Source: an optimization exercise on an open RTL-to-GDS flow (aim: a short achievable clock period and few clock cycles). Production flows keep margins and buffers that such runs may drop. In this exercise RTL edits were held to simulation tests only and were not proved equivalent to the original. Power figures rest on the tool's default switching activity, not on a simulated workload.

<file path="run.sh">
#!/bin/bash
# synth_recipe.tcl (not shown) runs the flow's synth.tcl, then flattens the netlist and writes it again
# the make line also repeats each setting of config.mk as NAME=value (left out here)
make -C /OpenROAD-flow-scripts/flow DESIGN_CONFIG=/design/flow/config.mk WORK_HOME=/design/flow/orfs CLKGATE_MAP_FILE= SYNTH_SCRIPT=/design/flow/synth_recipe.tcl finish
</file>
<file path="constraint.sdc">
create_clock -name core_clock -period 8.5 [get_ports {clk}]
set_input_delay 1.7000 -clock core_clock [delete_from_list [all_inputs] [get_ports {clk}]]
set_output_delay 1.7000 -clock core_clock [all_outputs]
set_load 0.01 [all_outputs]
</file>
<file path="design.v">
package isaPkg;
    typedef logic [32-1:0] word_t;
    typedef logic [5-1:0]  regIdx_t;
    typedef enum logic [5:0] {
        RTYPE = 6'h00,
        J     = 6'h02,
        BEQ   = 6'h04,
        BNE   = 6'h05,
        ADDIU = 6'h09,
        ANDI  = 6'h0c,
        ORI   = 6'h0d,
        LUI   = 6'h0f,
        LW    = 6'h23,
        SW    = 6'h2b
    } opcode_t;
    typedef enum logic [5:0] {
        JR   = 6'h08,
        ADDU = 6'h21,
        SUBU = 6'h23,
        AND  = 6'h24,
        OR   = 6'h25,
        SLT  = 6'h2a
    } funct_t;
endpackage
package pipePkg;
    typedef enum logic [2:0] {ADD, SUB, AND, OR, SLT, LUI} aluOp_t;
    typedef enum logic [1:0] {NONE, MEM, WB} fwdSel_t;
    typedef struct packed {
        aluOp_t aluOp;
        logic   useImm;
        logic   zeroExtImm;
        logic   memRead;
        logic   memWrite;
        logic   isBeq;
        logic   isBne;
        logic   isJr;
        logic   regWrite;
    } decoded_t;
    typedef struct packed {
        logic [32-1:0] nextPc;
        logic [32-1:0] inst;
    } idPayload_t;
    typedef struct packed {
        logic [32-1:0] nextPc;
        logic [5-1:0] rs;
        logic [5-1:0] rt;
        logic [32-1:0] rsVal;
        logic [32-1:0] rtVal;
        logic [32-1:0] extImm;
        decoded_t        ctl;
        logic [5-1:0] dest;
    } exPayload_t;
    typedef struct packed {
        logic [32-1:0] aluResult;
        logic [32-1:0] storeData;
        logic [5-1:0] dest;
        logic            regWrite;
        logic            memRead;
        logic            memWrite;
    } memPayload_t;
    typedef struct packed {
        logic            fromLoad;
        logic [32-1:0] aluResult;
        logic [32-1:0] loadData;
        logic [5-1:0] dest;
        logic            regWrite;
    } wbPayload_t;
endpackage
module stageReg #(
    parameter int W = 1
) (
    input  logic         clk,
    input  logic         arstN,
    input  logic         stall,
    input  logic         flush,
    input  logic [W-1:0] d,
    output logic [W-1:0] q
);
    always_ff @(posedge clk or negedge arstN) begin
        if (!arstN) begin
            q <= '0;
        end else if (flush) begin
            q <= '0;
        end else if (!stall) begin
            q <= d;
        end
    end
endmodule
module regFile (
    input  logic            clk,
    input  logic            arstN,
    input  isaPkg::regIdx_t readReg1,
    input  isaPkg::regIdx_t readReg2,
    input  isaPkg::regIdx_t writeReg,
    input  logic            writeEnable,
    input  isaPkg::word_t   writeData,
    output isaPkg::word_t   readData1,
    output isaPkg::word_t   readData2
);
    isaPkg::word_t regs [1:31];
    always_ff @(posedge clk or negedge arstN) begin
        if (!arstN) begin
            for (int i = 1; i < 32; i++) begin
                regs[i] <= '0;
            end
        end else if (writeEnable && writeReg != 5'd0) begin
            regs[writeReg] <= writeData;
        end
    end
    assign readData1 = (readReg1 == 5'd0) ? 32'd0 :
                       (writeEnable && readReg1 == writeReg) ? writeData : regs[readReg1];
    assign readData2 = (readReg2 == 5'd0) ? 32'd0 :
                       (writeEnable && readReg2 == writeReg) ? writeData : regs[readReg2];
endmodule
module decoder (
    input  isaPkg::word_t     inst,
    output pipePkg::decoded_t dec,
    output isaPkg::word_t     extImm,
    output isaPkg::regIdx_t   destReg,
    output logic              isJump,
    output isaPkg::word_t     jumpTarget
);
    isaPkg::opcode_t opcode;
    isaPkg::funct_t  funct;
    logic [15:0]     imm;
    assign opcode = isaPkg::opcode_t'(inst[31:26]);
    assign funct  = isaPkg::funct_t'(inst[5:0]);
    assign imm    = inst[15:0];
    always_comb begin
        dec    = '0;
        isJump = 1'b0;
        case (opcode)
            isaPkg::RTYPE: begin
                dec.regWrite = 1'b1;
                case (funct)
                    isaPkg::ADDU: dec.aluOp = pipePkg::ADD;
                    isaPkg::SUBU: dec.aluOp = pipePkg::SUB;
                    isaPkg::AND:  dec.aluOp = pipePkg::AND;
                    isaPkg::OR:   dec.aluOp = pipePkg::OR;
                    isaPkg::SLT:  dec.aluOp = pipePkg::SLT;
                    isaPkg::JR: begin
                        dec.isJr     = 1'b1;
                        dec.regWrite = 1'b0;
                    end
                    default:      dec.regWrite = 1'b0;
                endcase
            end
            isaPkg::ADDIU, isaPkg::LW, isaPkg::SW: begin
                dec.aluOp    = pipePkg::ADD;
                dec.useImm   = 1'b1;
                dec.memRead  = (opcode == isaPkg::LW);
                dec.memWrite = (opcode == isaPkg::SW);
                dec.regWrite = (opcode != isaPkg::SW);
            end
            isaPkg::ANDI, isaPkg::ORI: begin
                dec.aluOp      = (opcode == isaPkg::ANDI) ? pipePkg::AND : pipePkg::OR;
                dec.useImm     = 1'b1;
                dec.zeroExtImm = 1'b1;
                dec.regWrite   = 1'b1;
            end
            isaPkg::LUI: begin
                dec.aluOp    = pipePkg::LUI;
                dec.useImm   = 1'b1;
                dec.regWrite = 1'b1;
            end
            isaPkg::BEQ, isaPkg::BNE: begin
                dec.aluOp = pipePkg::SUB;
                dec.isBeq = (opcode == isaPkg::BEQ);
                dec.isBne = (opcode == isaPkg::BNE);
            end
            isaPkg::J:     isJump = 1'b1;
            default: ;
        endcase
    end
    assign extImm = dec.zeroExtImm ? {16'h0000, imm} : {{16{imm[15]}}, imm};
    assign destReg = (opcode == isaPkg::RTYPE) ? inst[15:11] : inst[20:16];
    assign jumpTarget = {4'h0, inst[25:0], 2'b00};
endmodule
module alu (
    input  isaPkg::word_t   opA,
    input  isaPkg::word_t   opB,
    input  pipePkg::aluOp_t aluOp,
    output isaPkg::word_t   result,
    output logic            zero
);
    always_comb begin
        case (aluOp)
            pipePkg::ADD: result = opA + opB;
            pipePkg::SUB: result = opA - opB;
            pipePkg::AND: result = opA & opB;
            pipePkg::OR:  result = opA | opB;
            pipePkg::SLT: begin
                result = isaPkg::word_t'($signed(opA) < $signed(opB));
            end
            pipePkg::LUI: result = {opB[15:0], 16'h0000};
            default:      result = '0;
        endcase
    end
    assign zero = (result == '0);
endmodule
module hazardUnit (
    input  isaPkg::regIdx_t  idRs,
    input  isaPkg::regIdx_t  idRt,
    input  isaPkg::regIdx_t  exRs,
    input  isaPkg::regIdx_t  exRt,
    input  isaPkg::regIdx_t  exDest,
    input  isaPkg::regIdx_t  memDest,
    input  isaPkg::regIdx_t  wbDest,
    input  logic             exMemRead,
    input  logic             memRegWrite,
    input  logic             wbRegWrite,
    output pipePkg::fwdSel_t rsFwd,
    output pipePkg::fwdSel_t rtFwd,
    output logic             stall
);
    assign rsFwd = (exRs == 5'd0) ? pipePkg::NONE :
                   (memRegWrite && memDest == exRs) ? pipePkg::MEM :
                   (wbRegWrite && wbDest == exRs) ? pipePkg::WB : pipePkg::NONE;
    assign rtFwd = (exRt == 5'd0) ? pipePkg::NONE :
                   (memRegWrite && memDest == exRt) ? pipePkg::MEM :
                   (wbRegWrite && wbDest == exRt) ? pipePkg::WB : pipePkg::NONE;
    assign stall = exMemRead && exDest != 5'd0 && (exDest == idRs || exDest == idRt);
endmodule
module pipeCpu (
    input  logic          clk,
    input  logic          arstN,
    output isaPkg::word_t pc,
    input  isaPkg::word_t inst,
    output isaPkg::word_t dataAddress,
    output isaPkg::word_t writeData,
    output logic          memRead,
    output logic          memWrite,
    input  isaPkg::word_t readData
);
    pipePkg::idPayload_t  ifPl;
    pipePkg::idPayload_t  idPl;
    pipePkg::exPayload_t  idExIn;
    pipePkg::exPayload_t  exPl;
    pipePkg::memPayload_t exMemIn;
    pipePkg::memPayload_t memPl;
    pipePkg::wbPayload_t  memWbIn;
    pipePkg::wbPayload_t  wbPl;
    isaPkg::word_t     pcNext;
    isaPkg::word_t     pcPlus4;
    logic              stall;
    logic              idFlush;
    logic              exFlush;
    pipePkg::decoded_t idDec;
    isaPkg::word_t     idExtImm;
    isaPkg::regIdx_t   idDest;
    logic              idJump;
    isaPkg::word_t     idJumpTarget;
    isaPkg::word_t     idRsVal;
    isaPkg::word_t     idRtVal;
    pipePkg::fwdSel_t  rsFwd;
    pipePkg::fwdSel_t  rtFwd;
    isaPkg::word_t     exRsVal;
    isaPkg::word_t     exRtVal;
    isaPkg::word_t     exAluB;
    isaPkg::word_t     exAluResult;
    logic              exZero;
    logic              exTaken;
    isaPkg::word_t     exTarget;
    isaPkg::word_t     wbValue;
    assign pcPlus4 = pc + 32'd4;
    always_comb begin
        if (exTaken) begin
            pcNext = exTarget;
        end else if (idJump) begin
            pcNext = {idPl.nextPc[31:28], 28'h0} | idJumpTarget;
        end else if (stall) begin
            pcNext = pc;
        end else begin
            pcNext = pcPlus4;
        end
    end
    always_ff @(posedge clk or negedge arstN) begin
        if (!arstN) begin
            pc <= 32'h0000_0000;
        end else begin
            pc <= pcNext;
        end
    end
    always_comb begin
        ifPl.nextPc = pcPlus4;
        ifPl.inst   = inst;
    end
    assign idFlush = exTaken | idJump;
    stageReg #(.W($bits(ifPl))) ifIdReg (
        .clk   (clk),
        .arstN (arstN),
        .stall (stall),
        .flush (idFlush),
        .d     (ifPl),
        .q     (idPl)
    );
    decoder idDecoder (
        .inst       (idPl.inst),
        .dec        (idDec),
        .extImm     (idExtImm),
        .destReg    (idDest),
        .isJump     (idJump),
        .jumpTarget (idJumpTarget)
    );
    regFile regs (
        .clk         (clk),
        .arstN       (arstN),
        .readReg1    (idPl.inst[25:21]),
        .readReg2    (idPl.inst[20:16]),
        .writeReg    (wbPl.dest),
        .writeEnable (wbPl.regWrite),
        .writeData   (wbValue),
        .readData1   (idRsVal),
        .readData2   (idRtVal)
    );
    hazardUnit hazards (
        .idRs        (idPl.inst[25:21]),
        .idRt        (idPl.inst[20:16]),
        .exRs        (exPl.rs),
        .exRt        (exPl.rt),
        .exDest      (exPl.dest),
        .memDest     (memPl.dest),
        .wbDest      (wbPl.dest),
        .exMemRead   (exPl.ctl.memRead),
        .memRegWrite (memPl.regWrite),
        .wbRegWrite  (wbPl.regWrite),
        .rsFwd       (rsFwd),
        .rtFwd       (rtFwd),
        .stall       (stall)
    );
    always_comb begin
        idExIn.nextPc = idPl.nextPc;
        idExIn.rs = idPl.inst[25:21];
        idExIn.rt = idPl.inst[20:16];
        idExIn.rsVal = idRsVal;
        idExIn.rtVal = idRtVal;
        idExIn.extImm = idExtImm;
        idExIn.ctl = idDec;
        idExIn.dest = idDest;
    end
    assign exFlush = exTaken | stall;
    stageReg #(.W($bits(idExIn))) idExReg (
        .clk   (clk),
        .arstN (arstN),
        .stall (1'b0),
        .flush (exFlush),
        .d     (idExIn),
        .q     (exPl)
    );
    assign exRsVal = (rsFwd == pipePkg::MEM) ? memPl.aluResult :
                     (rsFwd == pipePkg::WB)  ? wbValue : exPl.rsVal;
    assign exRtVal = (rtFwd == pipePkg::MEM) ? memPl.aluResult :
                     (rtFwd == pipePkg::WB)  ? wbValue : exPl.rtVal;
    assign exAluB  = exPl.ctl.useImm ? exPl.extImm : exRtVal;
    alu exAlu (
        .opA    (exRsVal),
        .opB    (exAluB),
        .aluOp  (exPl.ctl.aluOp),
        .result (exAluResult),
        .zero   (exZero)
    );
    assign exTaken = (exPl.ctl.isBeq && exZero) || (exPl.ctl.isBne && !exZero) || exPl.ctl.isJr;
    assign exTarget = exPl.ctl.isJr ? exRsVal : exPl.nextPc + (exPl.extImm << 2);
    always_comb begin
        exMemIn.aluResult = exAluResult;
        exMemIn.storeData = exRtVal;
        exMemIn.dest = exPl.dest;
        exMemIn.regWrite = exPl.ctl.regWrite;
        exMemIn.memRead = exPl.ctl.memRead;
        exMemIn.memWrite = exPl.ctl.memWrite;
    end
    stageReg #(.W($bits(exMemIn))) exMemReg (
        .clk   (clk),
        .arstN (arstN),
        .stall (1'b0),
        .flush (1'b0),
        .d     (exMemIn),
        .q     (memPl)
    );
    assign dataAddress = memPl.aluResult;
    assign writeData   = memPl.storeData;
    assign memRead     = memPl.memRead;
    assign memWrite    = memPl.memWrite;
    always_comb begin
        memWbIn.fromLoad = memPl.memRead;
        memWbIn.aluResult = memPl.aluResult;
        memWbIn.loadData = readData;
        memWbIn.dest = memPl.dest;
        memWbIn.regWrite = memPl.regWrite;
    end
    stageReg #(.W($bits(memWbIn))) memWbReg (
        .clk   (clk),
        .arstN (arstN),
        .stall (1'b0),
        .flush (1'b0),
        .d     (memWbIn),
        .q     (wbPl)
    );
    assign wbValue = wbPl.fromLoad ? wbPl.loadData : wbPl.aluResult;
endmodule
</file>
<file path="config.mk">
export PLATFORM = sky130hd
export DESIGN_NAME = pipeCpu
export DESIGN_NICKNAME = pipeCpu
export VERILOG_FILES = /design/flow/design.v
export SDC_FILE = /design/flow/constraint.sdc
export NUM_CORES = 4
export LEC_CHECK = 0
export CAP_MARGIN = 20
export CORE_MARGIN = 2
export CORE_UTILIZATION = 30
export PLACE_DENSITY = 0.5
export SLEW_MARGIN = 20
</file>
==> run summary <==
==> cells by family (layout without fill, tap and decap cells) <==
logic type                 after synthesis  in the layout  synth area share
muxes                                  158            158            0.0230
AOI/OAI and AO/OA                     2590           2590             0.249
other                                    0             11                 0
and+or+nand+nor                       2366           2366             0.144
adders and majority gates              146            146            0.0267
xor gates and xnor gates               137            137            0.0173
DFF                                   1369           1369             0.495
buffers and inverters                  822            930            0.0451
==> sequential cells by signal (all words and copies together) (netlist names) <==
| name | flops |
|---|---|
| exMemReg.q | 72 |
| idExReg.q | 138 |
| ifIdReg.q | 64 |
| memWbReg.q | 71 |
| pc | 32 |
| regs.regs | 992 |
==> through the flow <==
stage | setup slack, ns | power [mW] | hold slack (ns)
finish | 0.257 | 21.5 | 0.354
global route | 0.00276 | 22.3 | 0.357
CTS | 0.0443 | 21.4 | 0.356
detailed placement | 0.0836 | 13.8 | 0.343
global placement | 0.0449 | 13.8 | 0.339
floorplan | 1.23 | 11.0 | 0.331
==> final timing paths <==
kind / from / endpoint / slack (ns) / cells past startpoint
worst max register to register: idExReg.q[113] / pc[7] / 0.26 / 25
worst max-delay path: idExReg.q[113] / pc[7] / 0.26 / 25
min in group asynchronous: arstN / regs.regs[9][26] / 0.80 / 1
worst min-delay path: idExReg.q[9] / exMemReg.q[0] / 0.35 / 0
max in group asynchronous: arstN / idExReg.q[139] / 5.72 / 3
worst min register to register: idExReg.q[9] / exMemReg.q[0] / 0.35 / 0
==> metal layers <==
| metal | up-vias | track usage | share of wire |
|---|---|---|---|
| li1 | 27500 | - | - |
| met1 | 33100 | 0.402 | 0.39 |
| met2 | 4944 | 0.458 | 0.42 |
| met3 | 1406 | 0.0963 | 0.12 |
| met4 | 18 | 0.183 | 0.072 |
| met5 | - | 0 | 0.00037 |
==> cells in the final DEF (no fill, tap or decap), types with 79 or more instances in the layout <==
cell type	n
a221oi_1	448
o21ai_0	689
ha_1	143
nand2_1	959
nor2_1	842
inv_1	166
buf_4	277
dfrtp_1	1366
clkdlybuf4s50_1	162
mux2i_1	117
xnor2_1	79
nand4_1	146
a22o_1	382
a21oi_1	680
nor3_1	102
clkbuf_16	161
==> critical path: cells and delay by family, from the launching register on <==
| family | cells | cell delay (ns) |
|---|---|---|
| mux | 2 | 0.53 |
| fa+ha+maj | 1 | 0.45 |
| compound gates | 7 | 1.63 |
| xor+xnor | 1 | 0.39 |
| simple gates | 8 | 3.48 |
| flops | 1 | 0.48 |
| buf+inv | 6 | 1.17 |
==> repair_timing <==
action,4_1_cts,5_1_grt
endpoints found under the setup margin,0,234
hold buffers,0,0
resized for setup,0,9
buffers inserted,0,0
==> final cells by class <==
cell class | instances | share of cell area
Antenna cell | 11 | 0.000337
Clock buffer | 221 | 0.0565
Clock inverter | 73 | 0.0133
Inverter | 169 | 0.00776
Multi-Input combinational cell | 5397 | 0.404
Sequential cell | 1369 | 0.419
Tap cell | 3026 | 0.0463
Timing Repair Buffer | 467 | 0.0523
==> power by group through the flow <==
stage / Combinational (mW) / Clock, mW / Sequential, mW
2_1_floorplan: 2.88 / 0 / 8.17
3_3_place_gp: 5.20 / 0 / 8.60
3_5_place_dp: 5.24 / 0 / 8.61
4_1_cts: 5.26 / 7.62 / 8.50
5_1_grt: 5.77 / 7.89 / 8.62
6_report: 5.38 / 7.55 / 8.54
==> flow_metrics.env <==
export IMPL_p_int_mw=13.7
export IMPL_ios=164
export IMPL_ys_types=85
export IMPL_routed_wl_mm=376
export IMPL_crit_fanout=17
export IMPL_synthTopCellsByCount="1369 x dfrtp_1, 974 x nand2_1, 909 x nor2_1"
export IMPL_crit_top_cell="buf_4"
export IMPL_drc=0
export IMPL_synth_most_common_cell="dfrtp_1"
export IMPL_synth_edf_count=0
export IMPL_drv_slew=0
export IMPL_fillers=23300
export IMPL_cts_tree="done"
export IMPL_fin_util=0.356
export IMPL_synth_cell_area_mm2=0.0692
export IMPL_cts_reportedPaths_clkPinSlew_ns=0.06
export IMPL_crit_path_max_incr_delay_ns=0.64
export IMPL_synth_area_top_cells="dfrtp_1 49%, a221oi_1 5.7%, nand2_1 5.3%"
export IMPL_synth_seq_cells=1369
export IMPL_antenna_found_initial=19
export IMPL_grt_pass1_wl_mm=521
export IMPL_worstSetupPathType="flip-flop to flip-flop"
export IMPL_first_pass_iters=12
export IMPL_dp_hpwl_mm=230
export IMPL_die_y_um=484
export IMPL_drive_gt1_frac=0.0969
export IMPL_worstPathRequired_ns=9.25
export IMPL_seqPwrFrac=0.398
export IMPL_worstHoldPathType="flip-flop to flip-flop"
export IMPL_seq_area_mm2=0.0343
export IMPL_status="timing/DRC/antenna clean"
export IMPL_ys_warn_count=9
export IMPL_vias_per_cell=6.24
export IMPL_synth_cells=7588
export IMPL_grt_max_degree=170
export IMPL_synthToLayoutAreaGrowth_pct=18.0
export IMPL_synth_async_sr_flop_share=1.00
export IMPL_p_comb_frac=0.251
export IMPL_relSlewSlack=0.110
export IMPL_routabilityCongestion=0.958
export IMPL_vias=67000
export IMPL_final_area_mm2=0.0817
export IMPL_power_leakage_nw=35.1
export IMPL_p_per_area_mw_per_mm2=263
export IMPL_avgSynthCellArea_um2=9.12
export IMPL_dpl_cell_count=10400
export IMPL_numPortBuffers=163
export IMPL_cp_end_kind="flip-flop"
export IMPL_htree_num_levels=4
export IMPL_die_area_mm2=0.235
export IMPL_fin_crit_sh=0.970
export IMPL_cp_slowest_cell="or4_1"
export IMPL_maxCapViolations=0
export IMPL_grt_ovfl_total=0
export IMPL_drt_iter0_drc=10700
export IMPL_p_switching_mw=7.76
export IMPL_ctsLongestPathBuffers=3
export IMPL_ant_nets=0
export IMPL_cts_root_buffer="clkbuf_16"
export IMPL_clock_skew_ns=0.0735
export IMPL_clock_sinks=1369
export IMPL_clk_latency_ns=0.86
export IMPL_die_width_um=484
export IMPL_finalHoldViolCount=0
export IMPL_core_region_area_mm2=0.230
export IMPL_wl_per_cell_um=35.0
export IMPL_min_period_ns=8.24
export IMPL_setup_viol=0
export IMPL_ir_drop_mv=0.250
export IMPL_swShare=0.361
export IMPL_final_cells=10700
export IMPL_synth_main_ff_cell="dfrtp_1"
export IMPL_setup_tns_ns=0
export IMPL_start_util=0.301
export IMPL_synth_top_area_cell="dfrtp_1"
export IMPL_start_kind="flip-flop"
export IMPL_grt_pass1_vias=64000
export IMPL_syn_nets=7800
export IMPL_place_area_mm2=0.0759
export IMPL_numCtsBuffers=160
export IMPL_fmax_mhz=121
export IMPL_std_cell_rows=176
export IMPL_tightest_slew_ns=1.33
export IMPL_clkPwrFrac=0.352
export IMPL_worstPathArrival_ns=8.99
export IMPL_netlist_area_leader_share=0.495
export IMPL_yosysSeqAreaShare=0.495
export IMPL_num_nets_final=7776
export IMPL_rsz0062_at_grt="false"
export IMPL_track_usage=0.312
export IMPL_multiInputGateArea_mm2=0.0330
Testbench counts, summed over its fixed seeds: cycles 139,688.

port drivers added, routing unchanged:
The flow's constraints put no driver on any port. The routed layout listed below was extracted and timed again, unchanged, in two steps.
Step 1 assumes that a clkbuf_16 drives the clock port and a buf_2 every other input.
Step 2 moves the port delays by t, midway between the first and last clock arrival at a register: inputs arrive t later, outputs are due t later. That takes back most of the time a late clock gives input paths.
a / b / c = ideal ports / drivers / drivers and shift; a / b = the first two.
shift t [ns]: 0.919
setup slack, ns: 0.257 / 0.257 / 0.257
pins driven straight from the clock port: 1
After both steps setup and hold are still met in this run. The setup slack of this run moves by 0.000 ns with the drivers and by 0.000 ns with both steps.
